From an optimization exercise on the open Yosys and OpenROAD flow, aimed at small area and a short achievable clock period; shortcuts taken in it are not production practice. In this exercise RTL edits were held to simulation tests only and were not proved equivalent to the original. The flow treats the clock pin as an ideal source, which a real chip does not have.

== 11-16 ==
==> flow/design.v (excerpt) <==
module sample_capture_writer (
  input  logic       clk,
  input  logic       rst_n,
  input  logic       start,
  input  logic       stop,
  input  logic       in_valid,
  input  logic [7:0] in_data,
  input  logic [7:0] rd_addr,
  output logic [7:0] rd_data,
  output logic       armed,
  output logic       busy,
  output logic       done,
  output logic       overflow,
  output logic [8:0] sample_count
);
  logic       armed_q, busy_q, done_q, overflow_q, cap_q;
  logic [8:0] count_q;
  logic [7:0] rd_data_q;
  logic [7:0] mem_q [256];
  logic [15:0] wp_hi_q, wp_lo_q;
  logic trig_s, go_s, wr0_s, wr_s, last_s, adv_s;
  assign trig_s = in_data[7] ? (~&in_data[6:4] | ~|in_data[3:0]) : |in_data[6:4];
  assign go_s   = start & ~busy_q;
  assign wr0_s  = armed_q & ~stop & in_valid & trig_s;
  assign wr_s   = cap_q & in_valid;
  assign last_s = wp_hi_q[15] & wp_lo_q[15];
  assign adv_s  = wr0_s | wr_s;
  always_ff @(posedge clk) begin
    if (!rst_n) begin
      armed_q    <= 1'b0;
      busy_q     <= 1'b0;
      done_q     <= 1'b0;
      cap_q      <= 1'b0;
      overflow_q <= 1'b0;
      count_q    <= '0;
    end else begin
      if (go_s) begin
        armed_q    <= 1'b1;
        busy_q     <= 1'b1;
        done_q     <= 1'b0;
        overflow_q <= 1'b0;
        count_q    <= '0;
      end else if (armed_q) begin
        if (stop) begin
          armed_q <= 1'b0;
          busy_q  <= 1'b0;
          done_q  <= 1'b1;
        end else if (wr0_s) begin
          armed_q <= 1'b0;
          cap_q   <= 1'b1;
          count_q <= 9'd1;
        end
      end else if (cap_q) begin
        if (in_valid) count_q <= count_q + 9'd1;
        if (stop || (in_valid && last_s)) begin
          busy_q <= 1'b0;
          done_q <= 1'b1;
          cap_q  <= 1'b0;
        end
  ...
Size: about 4000 cells after synthesis, about 2100 flip-flops, roughly 42 I/O pins, roughly 0.075 mm2 of cells after synthesis.
clock: 5.0 ns
lec_check: 0
cap_margin: 20
core_margin: 2
core_utilization: 60
cts_buf_list: sky130_fd_sc_hd__clkbuf_16
cts_cluster_diameter: 80
cts_cluster_size: 24
setup_slack_margin: 2.2
slew_margin: 20
synth_hierarchical: 1
synth_minimum_keep_size: 0
standard.sh (not shown) runs the stock make flow with config.mk's settings and CLKGATE_MAP_FILE= SYNTH_SCRIPT=/design/flow/synth_recipe.tcl, a recipe that flattens the netlist after the stock synthesis.
==> flow/flow/run.sh <==
#!/bin/bash
# The standard layout with three changes: the resizer may pick any cell of the
# same function (not only the same footprint), the port buffers are buf_4
# instead of the default delay-buffer footprint, and one more setup repair
# pass runs after CTS (flow/repair.tcl).
# Each tool's full output goes to a log of its own here; each ORFS step also
# logs under orfs/logs.
set -euo pipefail
ARGS=(MATCH_CELL_FOOTPRINT=0 "BUFFER_PORTS_ARGS=-buffer_cell sky130_fd_sc_hd__buf_4")
bash standard.sh "${ARGS[@]}" cts > make_cts.log 2>&1
REPAIR_MARGIN=2.6 openroad -no_init -exit flow/repair.tcl > repair.log 2>&1
touch orfs/results/sky130hd/sample_capture_writer/base/4_cts.odb
bash standard.sh "${ARGS[@]}" finish > make_finish.log 2>&1
==> flow/flow/repair.tcl <==
# Extra setup repair after CTS: the standard pass stops early, so size up,
# swap pins and buffer once more toward the margin, then legalize.
set plat $::env(FLOW_HOME)/platforms/sky130hd
set r orfs/results/sky130hd/sample_capture_writer/base
read_lef $plat/lef/sky130_fd_sc_hd.tlef
read_lef $plat/lef/sky130_fd_sc_hd_merged.lef
read_liberty $plat/lib/sky130_fd_sc_hd__tt_025C_1v80.lib
read_db $r/4_cts.odb
read_sdc $r/4_cts.sdc
source $plat/setRC.tcl
set_dont_use {sky130_fd_sc_hd__probe_p_8 sky130_fd_sc_hd__probec_p_8 sky130_fd_sc_hd__lpflow_*}
set_propagated_clock [all_clocks]
estimate_parasitics -placement
puts "before: worst slack [worst_slack -max] area [rsz::design_area]"
repair_timing -setup -setup_margin $::env(REPAIR_MARGIN) -sequence sizeup,swap,buffer -skip_last_gasp -verbose
detailed_placement
check_placement -verbose
estimate_parasitics -placement
puts "after: worst slack [worst_slack -max] area [rsz::design_area]"
write_db $r/4_cts.odb
### 11-16 -> 06-08
Settings: CORE_UTILIZATION now 65, was 60.
## What came out
Total number of cells along the worst setup path: 06-08 vs 11-16 down 2. Filler cell count shrinks by more than 10% when moving from 11-16 to 06-08. In 06-08 relative to 11-16, number of buffers inserted during clock tree synthesis had gone down by a few percent. 06-08 completed end to end with timing, DRC and antenna clean. Per the final summary, 11-16 finished and its layout is clean on timing, DRC and antenna. Compared with 11-16, in 06-08 post-synthesis mux area share neither gained nor lost much; count of clock-buffer cells in the layout lost 2; half-perimeter wire length after detailed placement lost about 1%. [diff] final hold slack, 06-08 relative to 11-16: improvement.

* * *

== job 5234 ==
The RTL this note starts from:
==> flow/design.v <==
module sample_capture_writer (
  input  logic       clk,
  input  logic       rst_n,
  input  logic       start,
  input  logic       stop,
  input  logic       in_valid,
  input  logic [7:0] in_data,
  input  logic [7:0] rd_addr,
  output logic [7:0] rd_data,
  output logic       armed,
  output logic       busy,
  output logic       done,
  output logic       overflow,
  output logic [8:0] sample_count
);
  logic       armed_q, busy_q, done_q, overflow_q, cap_q;
  logic [8:0] count_q;
  logic [7:0] rd_data_q;
  logic [7:0] mem_q [256];
  logic [15:0] wp_hi_q, wp_lo_q;
  logic trig_s, go_s, wr0_s, wr_s, last_s, adv_s;
  assign trig_s = in_data[7] ? (~&in_data[6:4] | ~|in_data[3:0]) : |in_data[6:4];
  assign go_s   = start & ~busy_q;
  assign wr0_s  = armed_q & ~stop & in_valid & trig_s;
  assign wr_s   = cap_q & in_valid;
  assign last_s = wp_hi_q[15] & wp_lo_q[15];
  assign adv_s  = wr0_s | wr_s;
  always_ff @(posedge clk) begin
    if (!rst_n) begin
      armed_q    <= 1'b0;
      busy_q     <= 1'b0;
      done_q     <= 1'b0;
      cap_q      <= 1'b0;
      overflow_q <= 1'b0;
      count_q    <= '0;
    end else begin
      if (go_s) begin
        armed_q    <= 1'b1;
        busy_q     <= 1'b1;
        done_q     <= 1'b0;
        overflow_q <= 1'b0;
        count_q    <= '0;
      end else if (armed_q) begin
        if (stop) begin
          armed_q <= 1'b0;
          busy_q  <= 1'b0;
          done_q  <= 1'b1;
        end else if (wr0_s) begin
          armed_q <= 1'b0;
          cap_q   <= 1'b1;
          count_q <= 9'd1;
        end
      end else if (cap_q) begin
        if (in_valid) count_q <= count_q + 9'd1;
        if (stop || (in_valid && last_s)) begin
          busy_q <= 1'b0;
          done_q <= 1'b1;
          cap_q  <= 1'b0;
        end
      end else if (done_q) begin
        if (in_valid && count_q[8]) overflow_q <= 1'b1;
      end
    end
  end
  always_ff @(posedge clk) begin
    if (!rst_n || go_s) begin
      wp_hi_q <= 16'd1;
      wp_lo_q <= 16'd1;
    end else if (adv_s) begin
      wp_lo_q <= {wp_lo_q[14:0], wp_lo_q[15]};
      if (wp_lo_q[15]) wp_hi_q <= {wp_hi_q[14:0], wp_hi_q[15]};
    end
  end
  logic [15:0] wr_row_s;
  assign wr_row_s = {16{wr_s}} & wp_hi_q;
  for (genvar k = 0; k < 256; k++) begin : g_word
    logic we;
    if (k == 0) begin : g_w0
      assign we = wr0_s;
    end else begin : g_wk
      assign we = wr_row_s[k/16] & wp_lo_q[k%16];
    end
    always_ff @(posedge clk) begin
      if (we && rst_n) mem_q[k] <= in_data;
    end
  end
  logic [15:0]  rd_hi_s, rd_lo_s;
  logic [255:0] rd_sel_s;
  logic [7:0]   rd_mux_s;
  always_comb begin
    for (int i = 0; i < 16; i++) begin
      rd_hi_s[i] = rst_n & (rd_addr[7:4] == 4'(i));
      rd_lo_s[i] = (rd_addr[3:0] == 4'(i));
    end
    for (int k = 0; k < 256; k++) rd_sel_s[k] = rd_hi_s[k/16] & rd_lo_s[k%16];
  end
  for (genvar b = 0; b < 8; b++) begin : g_rbit
    logic [85:0] l1_n;
    logic [21:0] l2;
    logic [10:0] l3_n;
    logic [5:0]  l4;
    logic [1:0]  l5_n;
    for (genvar j = 0; j < 86; j++) begin : g_l1
      localparam int K0 = 3*j, K1 = 3*j+1, K2 = 3*j+2;
      if (K2 < 256) begin : g_3
        scw_aoi222 u (.a0(mem_q[K0][b]), .s0(rd_sel_s[K0]),
                      .a1(mem_q[K1][b]), .s1(rd_sel_s[K1]),
                      .a2(mem_q[K2][b]), .s2(rd_sel_s[K2]), .y(l1_n[j]));
      end else begin : g_1
        scw_nand2 u (.a(mem_q[K0][b]), .b(rd_sel_s[K0]), .y(l1_n[j]));
      end
    end
    for (genvar j = 0; j < 21; j++) begin : g_l2
      scw_nand4 u (.a(l1_n[4*j]), .b(l1_n[4*j+1]), .c(l1_n[4*j+2]), .d(l1_n[4*j+3]), .y(l2[j]));
    end
    scw_nand2 u_l2_21 (.a(l1_n[84]), .b(l1_n[85]), .y(l2[21]));
    for (genvar j = 0; j < 11; j++) begin : g_l3
      scw_nor2 u (.a(l2[2*j]), .b(l2[2*j+1]), .y(l3_n[j]));
    end
    for (genvar j = 0; j < 5; j++) begin : g_l4
      scw_nand2 u (.a(l3_n[2*j]), .b(l3_n[2*j+1]), .y(l4[j]));
    end
    assign l4[5] = ~l3_n[10];
    for (genvar j = 0; j < 2; j++) begin : g_l5
      scw_nor3 u (.a(l4[3*j]), .b(l4[3*j+1]), .c(l4[3*j+2]), .y(l5_n[j]));
    end
    scw_nand2 u_l6 (.a(l5_n[0]), .b(l5_n[1]), .y(rd_mux_s[b]));
  end
  always_ff @(posedge clk) begin
    rd_data_q <= rd_mux_s;
  end
  assign rd_data      = rd_data_q;
  assign armed        = armed_q;
  assign busy         = busy_q;
  assign done         = done_q;
  assign overflow     = overflow_q;
  assign sample_count = count_q;
endmodule
module scw_aoi222 (input logic a0, s0, a1, s1, a2, s2, output logic y);
  assign y = ~((a0 & s0) | (a1 & s1) | (a2 & s2));
endmodule
module scw_nand2 (input logic a, b, output logic y);
  assign y = ~(a & b);
endmodule
module scw_nand4 (input logic a, b, c, d, output logic y);
  assign y = ~(a & b & c & d);
endmodule
module scw_nor2 (input logic a, b, output logic y);
  assign y = ~(a | b);
endmodule
module scw_nor3 (input logic a, b, c, output logic y);
  assign y = ~(a | b | c);
endmodule
clock: 5.0 ns
lec_check: 0
cap_margin: 20
core_margin: 2
core_utilization: 55
cts_buf_list: sky130_fd_sc_hd__clkbuf_16
cts_cluster_diameter: 100
cts_cluster_size: 30
setup_slack_margin: 2.2
slew_margin: 20
synth_hierarchical: 1
synth_minimum_keep_size: 0
Scripts as last shown in full above: flow/flow/run.sh, flow/flow/repair.tcl
Job 5234 completed every stage of the flow, and the final layout passed the timing, DRC and antenna checks.
Input changes introduced in job 1456 (baseline for comparison: job 5234):
# job 5234
export LEC_CHECK = 0
export CAP_MARGIN = 20
export CORE_MARGIN = 2
export CORE_UTILIZATION = 55
export CTS_BUF_LIST = sky130_fd_sc_hd__clkbuf_16
export CTS_CLUSTER_DIAMETER = 100
export CTS_CLUSTER_SIZE = 30
export SETUP_SLACK_MARGIN = 2.2
export SLEW_MARGIN = 20
export SYNTH_HIERARCHICAL = 1
export SYNTH_MINIMUM_KEEP_SIZE = 0
create_clock -name core_clock -period 5.0 [get_ports {clk}]
# job 1456
export LEC_CHECK = 0
export CAP_MARGIN = 20
export CORE_MARGIN = 2
export CORE_UTILIZATION = 55
export CTS_BUF_LIST = sky130_fd_sc_hd__clkbuf_16
export CTS_CLUSTER_DIAMETER = 80
export CTS_CLUSTER_SIZE = 24
export SETUP_SLACK_MARGIN = 2.6
export SLEW_MARGIN = 20
export SYNTH_HIERARCHICAL = 1
export SYNTH_MINIMUM_KEEP_SIZE = 0
create_clock -name core_clock -period 5.0 [get_ports {clk}]
[summary]
- Compared with job 5234, in job 1456 clock skew dropped 4.3 ps; number of cells on the critical path climbed 3; number of multi-input logic gates barely changed; global-route usage over all layers climbed 0.38 points.
- The final area of job 1456 is higher than that of job 5234.
- Job 5234 -> job 1456: number of signal-net inverters in the final layout delta 0, exact match
- Run comparison: job 1456 timing endpoint of the critical path rd_data_q[6]; job 5234 timing endpoint of the critical path rd_data_q[0]
- Against job 5234, job 1456 comes in 0.63 points lower on relative area of non-clock buffer cells in the final design.
- Setup slack in job 1456 is smaller than in job 5234.
- Half-perimeter wire length after detailed placement ended up 2100 um higher on job 1456 than on job 5234.
- Number of nets in the layout delta for job 1456 relative to job 5234: 0.54% lower
- | fmax | job 1456 vs job 5234 | worse |
- Every stage of the flow completed for job 1456, and the final layout passed the timing, DRC and antenna checks.

## afterwards: timing with drivers on the ports
Ports are ideal in the flow. The routed layouts listed here were re-timed in OpenROAD. Step 1 (the two cells are an assumption about what drives the block):
set clk [get_ports {clk}]
set_driving_cell -lib_cell sky130_fd_sc_hd__clkbuf_16 $clk
set_driving_cell -lib_cell sky130_fd_sc_hd__buf_2 [delete_from_list [all_inputs] $clk]
Step 2, shift: input delay + t, output delay - t, t = (earliest + latest rising clock arrival at the registers) / 2. This alone moves slack from input paths to output paths. Three values: ideal ports, drivers, drivers and shift; two values: the first two.
| run | t, ns | setup WS [ns] | worst hold slack (ns) |
|---|---|---|---|
| 11-16 | 0.780 | 2.063 / 1.997 / 1.216 | 0.484 / 0.484 / 0.484 |
| 06-08 | 0.785 | 2.080 / 1.997 / 1.212 | 0.491 / 0.491 / 0.491 |
| job 5234 | 0.807 | 2.062 / 1.934 / 1.127 | 0.483 / 0.483 / 0.483 |
| job 1456 | 0.818 | 1.980 / 1.852 / 1.034 | 0.483 / 0.483 / 0.483 |
After both steps setup and hold are still met in every run listed. For job 1456, which loses most, drivers alone change the setup slack by -0.128 ns; drivers and shift together by -0.946 ns.
